What follows belongs to an exercise in optimizing a design on an open flow for small area; a production flow would make more cautious choices. Only simulation tests tie the RTL to the original design; equivalence was not proved. Power is estimated from default activity; no workload was simulated.

==> wip/willow: inputs <==
// beam_transmitter
module beam_transmitter (
    input  logic        clk,
    input  logic        rst,
    input  logic        initiate,
    input  logic [7:0]  r_0,
    input  logic [7:0]  angle,
    input  logic [12:0] num_points,
    output logic [63:0] tx_array,
    output logic        done
);
clock: 8.0 ns
lec_check: 0
cap_margin: 20
core_margin: 2
core_utilization: 40
slew_margin: 20
synth_hierarchical: 1
standard.sh (not shown) runs the stock make flow with config.mk's settings and CLKGATE_MAP_FILE= SYNTH_SCRIPT=/design/flow/synth_recipe.tcl, a recipe that flattens the netlist after the stock synthesis.
==> flow/flow/run.sh <==
#!/bin/bash
# The standard layout (standard.sh: the standard flow's synthesis and ORFS flow), except
# that buffer_ports puts the smallest buffer, buf_1, on every input and
# output port instead of its default choice, a clkdlybuf4s50_1.
set -euo pipefail
bash standard.sh 'BUFFER_PORTS_ARGS=-buffer_cell sky130_fd_sc_hd__buf_1' finish > standard.log 2>&1
==> wip/quartz (differences from wip/willow) <==
==> flow/run.sh (new file) <==
#!/bin/bash
# synth_recipe.tcl (not shown) runs the flow's synth.tcl, then flattens the netlist and writes it again
# the make line also repeats each setting of config.mk as NAME=value (left out here)
make -C /OpenROAD-flow-scripts/flow DESIGN_CONFIG=/design/flow/config.mk WORK_HOME=/design/flow/orfs CLKGATE_MAP_FILE= SYNTH_SCRIPT=/design/flow/synth_recipe.tcl finish
removed: flow/flow/run.sh
removed: flow/standard.sh
==> summary of the runs <==
Die area is the same in wip/willow and wip/quartz.
In non-clock buffer count, wip/quartz and wip/willow do not differ.
Against wip/quartz, the wire length of wip/willow is lower by 11%.
Area after synthesis is the same in wip/quartz and wip/willow.
wip/willow finished with timing, DRC and antenna clean. wip/quartz completed with no timing, DRC or antenna violations.
Of wip/quartz and wip/willow, wip/willow has the higher worst hold slack (gap 5.3 ps).
==> figures <==
                                                        wip/willow      wip/quartz
Total length of routed met3 wires                           211 um          249 um
Max Clock Skew                                            8.761 ps        5.575 ps
Share of cell area taken by flip-flops and latches          0.2774          0.2397
Run status                                          finished clean  finished clean
Slew of the pin with the lowest slew margin               951.1 ps         1004 ps
Wire length of the first global-routing pass              11.47 mm        12.37 mm
Power dissipated by switching net loads                0.0001428 W     0.0001442 W
Met2 layer usage reported by global route                   0.2932          0.3321
Max VDD drop                                              94.80 uV        69.34 uV
Detailed placement HPWL                                   5.142 mm        5.823 mm
Finished layout cell area                               3500 sq um      4050 sq um
Top achievable clock speed                               169.9 MHz       171.9 MHz

==> indigo <==
==> flow/design.v <==
module beam_transmitter (
    input  logic        clk,
    input  logic        rst,
    input  logic        initiate,
    input  logic [7:0]  r_0,
    input  logic [7:0]  angle,
    input  logic [12:0] num_points,
    output logic [63:0] tx_array,
    output logic        done
);
    localparam logic [6:0] GAP_START = 7'd92;    
    function automatic logic [7:0] add8(input logic [7:0] a, input logic [7:0] b, input logic cin);
        logic c;
        c = cin;
        for (int i = 0; i < 8; i++) begin
            add8[i] = a[i] ^ b[i] ^ c;
            c = (a[i] & b[i]) | (c & (a[i] ^ b[i]));
        end
    endfunction
    logic        busy;
    logic [12:0] pts;        
    logic        neg;        
    logic [7:0]  mag;        
    logic [6:0]  m;
    logic [6:0]  np;
    logic [6:0]  g;
    logic        burst;
    logic        step;       
    logic        fin;        
    logic        last;
    logic [6:0]  q;
    logic [4:0]  rem;
    logic [7:0]  u;
    logic        carry;
    logic [7:0]  g_upd;
    logic [7:0]  m_inc;
    logic [7:0]  m_sum;
    logic [12:0] pts_dec;
    logic        pts_zero;
    assign {q, rem} =
        (mag == 8'd0 ) ? {7'd64, 5'd0 } :
        (mag == 8'd1 ) ? {7'd16, 5'd0 } :
        (mag == 8'd2 ) ? {7'd8 , 5'd0 } :
        (mag == 8'd3 ) ? {7'd5 , 5'd1 } :
        (mag == 8'd4 ) ? {7'd4 , 5'd0 } :
        (mag == 8'd5 ) ? {7'd3 , 5'd1 } :
        (mag == 8'd6 ) ? {7'd2 , 5'd4 } :
        (mag == 8'd7 ) ? {7'd2 , 5'd2 } :
        (mag == 8'd8 ) ? {7'd2 , 5'd0 } :
        (mag == 8'd9 ) ? {7'd1 , 5'd7 } :
        (mag == 8'd10) ? {7'd1 , 5'd6 } :
        (mag == 8'd11) ? {7'd1 , 5'd5 } :
        (mag == 8'd12) ? {7'd1 , 5'd4 } :
        (mag == 8'd13) ? {7'd1 , 5'd3 } :
        (mag == 8'd14) ? {7'd1 , 5'd2 } :
        (mag == 8'd15) ? {7'd1 , 5'd1 } :
        (mag == 8'd16) ? {7'd1 , 5'd0 } :
                      {7'd0,  5'd16};
    assign u     = add8({1'b0, g}, ~{3'b000, rem}, 1'b1);    
    assign carry = u[7];                                     
    assign g_upd = add8({1'b0, u[6:0]}, carry ? {1'b0, mag[6:0]} : 8'd0, 1'b0);
    assign m_inc = add8({1'b0, m}, 8'd0, 1'b1);
    assign burst = ~np[6];
    assign step  = ~m[6] | m_inc[7];                         
    assign fin   = burst & m_inc[6];                         
    assign m_sum = add8({1'b0, m}, step ? {1'b0, q} : 8'd0, ~step | carry);
    always_comb begin
        logic b;
        b = busy & m_inc[7];                     
        for (int i = 0; i < 13; i++) begin
            pts_dec[i] = pts[i] ^ b;
            b = b & ~pts[i];
        end
    end
    assign pts_zero = (pts == 13'd0);
    assign last = pts_zero;
    assign done = fin & last;
    always_ff @(posedge clk) begin
        if (rst)
            busy <= 1'b0;
        else if (!busy)
            busy <= initiate;
        else if (done)
            busy <= 1'b0;
        if (rst || !busy || fin)
            m <= GAP_START;
        else
            m <= m_sum[6:0];
        np <= {m_inc[6] | rst, m_inc[5:0]};
        g <= step ? g_upd[6:0] : 7'd0;
        if (!busy) begin
            mag <= angle[7] ? 8'(-angle) : angle;
            neg <= angle[7];
        end
        pts <= busy ? pts_dec : num_points;
    end
    logic [5:0] mc;
    logic [5:0] lo;
    logic [5:0] hi;
    assign mc = m[6] ? 6'd63 : m[5:0];
    assign lo = neg ? np[5:0] : ~mc;
    assign hi = neg ? mc : ~np[5:0];
    logic [7:0] grp;
    logic [7:0] pat0;
    logic [7:0] pat1;
    always_comb begin
        for (int h = 0; h < 8; h++)
            grp[h] = burst && (lo[5:3] <= 3'(h)) && (3'(h) <= hi[5:3]);
        for (int l = 0; l < 8; l++) begin
            pat0[l] = (lo[3] || (3'(l) >= lo[2:0])) && (hi[3] || (3'(l) <= hi[2:0]));
            pat1[l] = (!lo[3] || (3'(l) >= lo[2:0])) && (!hi[3] || (3'(l) <= hi[2:0]));
        end
        for (int h = 0; h < 8; h++)
            for (int l = 0; l < 8; l++)
                tx_array[8*h + l] = grp[h] & ((h % 2 == 0) ? pat0[l] : pat1[l]);
    end
endmodule
==> flow/run.sh <==
#!/bin/bash
# synth_recipe.tcl (not shown) runs the flow's synth.tcl, then flattens the netlist and writes it again
# the make line also repeats each setting of config.mk as NAME=value (left out here)
make -C /OpenROAD-flow-scripts/flow DESIGN_CONFIG=/design/flow/config.mk WORK_HOME=/design/flow/orfs CLKGATE_MAP_FILE= SYNTH_SCRIPT=/design/flow/synth_recipe.tcl finish
==> flow/config.mk <==
export PLATFORM = sky130hd
export DESIGN_NAME = beam_transmitter
export DESIGN_NICKNAME = beam_transmitter
export VERILOG_FILES = /design/flow/design.v
export SDC_FILE = /design/flow/constraint.sdc
export NUM_CORES = 4
export LEC_CHECK = 0
export CAP_MARGIN = 20
export CORE_MARGIN = 2
export CORE_UTILIZATION = 40
export SLEW_MARGIN = 20
==> flow/constraint.sdc <==
create_clock -name core_clock -period 8.0 [get_ports {clk}]
set_input_delay 1.6000 -clock core_clock [delete_from_list [all_inputs] [get_ports {clk}]]
set_output_delay 1.6000 -clock core_clock [all_outputs]
set_load 0.01 [all_outputs]
==> pepper: changes against indigo <==
==> flow/design.v, changed modules only <==
module beam_transmitter (
    input  logic        clk,
    input  logic        rst,
    input  logic        initiate,
    input  logic [7:0]  r_0,
    input  logic [7:0]  angle,
    input  logic [12:0] num_points,
    output logic [63:0] tx_array,
    output logic        done
);
    localparam logic [6:0] GAP_START = 7'd92;    
    logic        busy;
    logic [12:0] pts;        
    logic        neg;        
    logic [7:0]  mag;        
    logic [6:0]  np;
    logic [6:0]  g;
    logic        burst;
    logic [6:0]  q;
    logic [4:0]  rem;
    logic [7:0]  u;
    logic        carry;
    logic [6:0]  g_upd;
    logic [6:0]  d;
    logic [6:0]  n;
    logic [6:0]  m;
    logic [5:0]  mc;
    logic        endb;
    logic        last;
    logic [5:0]  lo;
    logic [5:0]  hi;
    assign burst = ~np[6];
    always_comb begin
        if (mag == 8'd0) begin
            q = 7'd64; rem = 5'd0;
        end else if (mag > 8'd16) begin
            q = 7'd0;  rem = 5'd16;
        end else begin
            q = 7'd16 / mag[4:0];
            rem = 5'd16 % mag[4:0];
        end
    end
    assign u     = {1'b0, g} - {3'b000, rem};
    assign carry = u[7];
    assign g_upd = u[6:0] + (carry ? mag[6:0] : 7'd0);
    assign d    = burst ? q + {6'd0, carry} : 7'd1;
    assign n    = np + d;
    assign m    = n - 7'd1;
    assign mc   = m[6] ? 6'd63 : m[5:0];
    assign endb = burst & n[6];
    assign last = (pts == 13'd1);
    assign done = endb & last;
    assign lo = neg ? np[5:0] : ~mc;
    assign hi = neg ? mc : ~np[5:0];
    always_comb begin
        for (int h = 0; h < 8; h++) begin
            for (int l = 0; l < 8; l++) begin
                tx_array[8*h + l] = burst
                    && (lo[5:3] <= 3'(h)) && (3'(h) <= hi[5:3])
                    && ((lo[3] != h[0]) || (3'(l) >= lo[2:0]))
                    && ((hi[3] != h[0]) || (3'(l) <= hi[2:0]));
            end
        end
    end
    always_ff @(posedge clk) begin
        if (rst)
            busy <= 1'b0;
        else if (!busy)
            busy <= initiate;
        else if (done)
            busy <= 1'b0;
        if (rst || !busy || endb)
            np <= GAP_START;
        else
            np <= n;
        g <= burst ? g_upd : 7'd0;
        if (!busy) begin
            mag <= angle[7] ? 8'(-angle) : angle;
            neg <= angle[7];
            pts <= num_points;
        end else if (endb) begin
            pts <= pts - 13'd1;
        end
    end
endmodule
ABC_AREA = 1   (was not set)
==> summary of the runs <==
In count of clock-buffer cells in the layout, pepper and indigo do not differ.
Of pepper and indigo, pepper has the higher synthesized cell count (gap about 100%, measured against indigo).
Against pepper, the sequential power of indigo is larger by 8.5%.
Die area: pepper is larger than indigo (47%).
In combinational power, pepper is at 9.1 times the value of indigo.
pepper finished with setup timing left. indigo finished with timing, DRC and antenna clean.
==> figures <==
metric	indigo	pepper
Via total after detailed routing	2954	7100
Wire length of the first global-routing pass	13100 um	34300 um
Final non-clock buffer share	20.7%	32.2%
Result of the run	finished clean	complete, but fails checks
Violated checks	-	setup timing
Register area	971 um^2	961 um^2
Resize count post-CTS	0	349
#MultiIn Comb	305	629
Buffer count from post-CTS setup fixing	0	193
Count of cells along the worst register-to-register path	23	86
Power per unit of standard cell area	113 nW/um^2	131 nW/um^2
Nets	548	1255

-- what the ideal ports hide --
No port has a modelled driver above. Below, the same layouts with a new extraction and two added sets of constraints. Step 1: set_driving_cell puts a clkbuf_16 on clk and a buf_2 on each other input, an assumption about the parent block. Step 2 times the ports against the registers' clock, not the clock port: input delays grow and output delays shrink by t, the midpoint of the rising clock arrivals with the driver on. Slacks: no drivers / after step 1 / after step 2; pairs: no drivers / after step 1.
run | shift t [ns] | setup slack, ns | pins driven straight from the clock port
wip/willow | 0.319 | 2.114 / 2.114 / 2.114 | 1
wip/quartz | 0.319 | 2.181 / 2.181 / 2.181 | 1
indigo | 0.320 | 2.377 / 2.377 / 2.377 | 1
pepper | 0.312 | -3.417 / -3.445 / -3.133 | 1
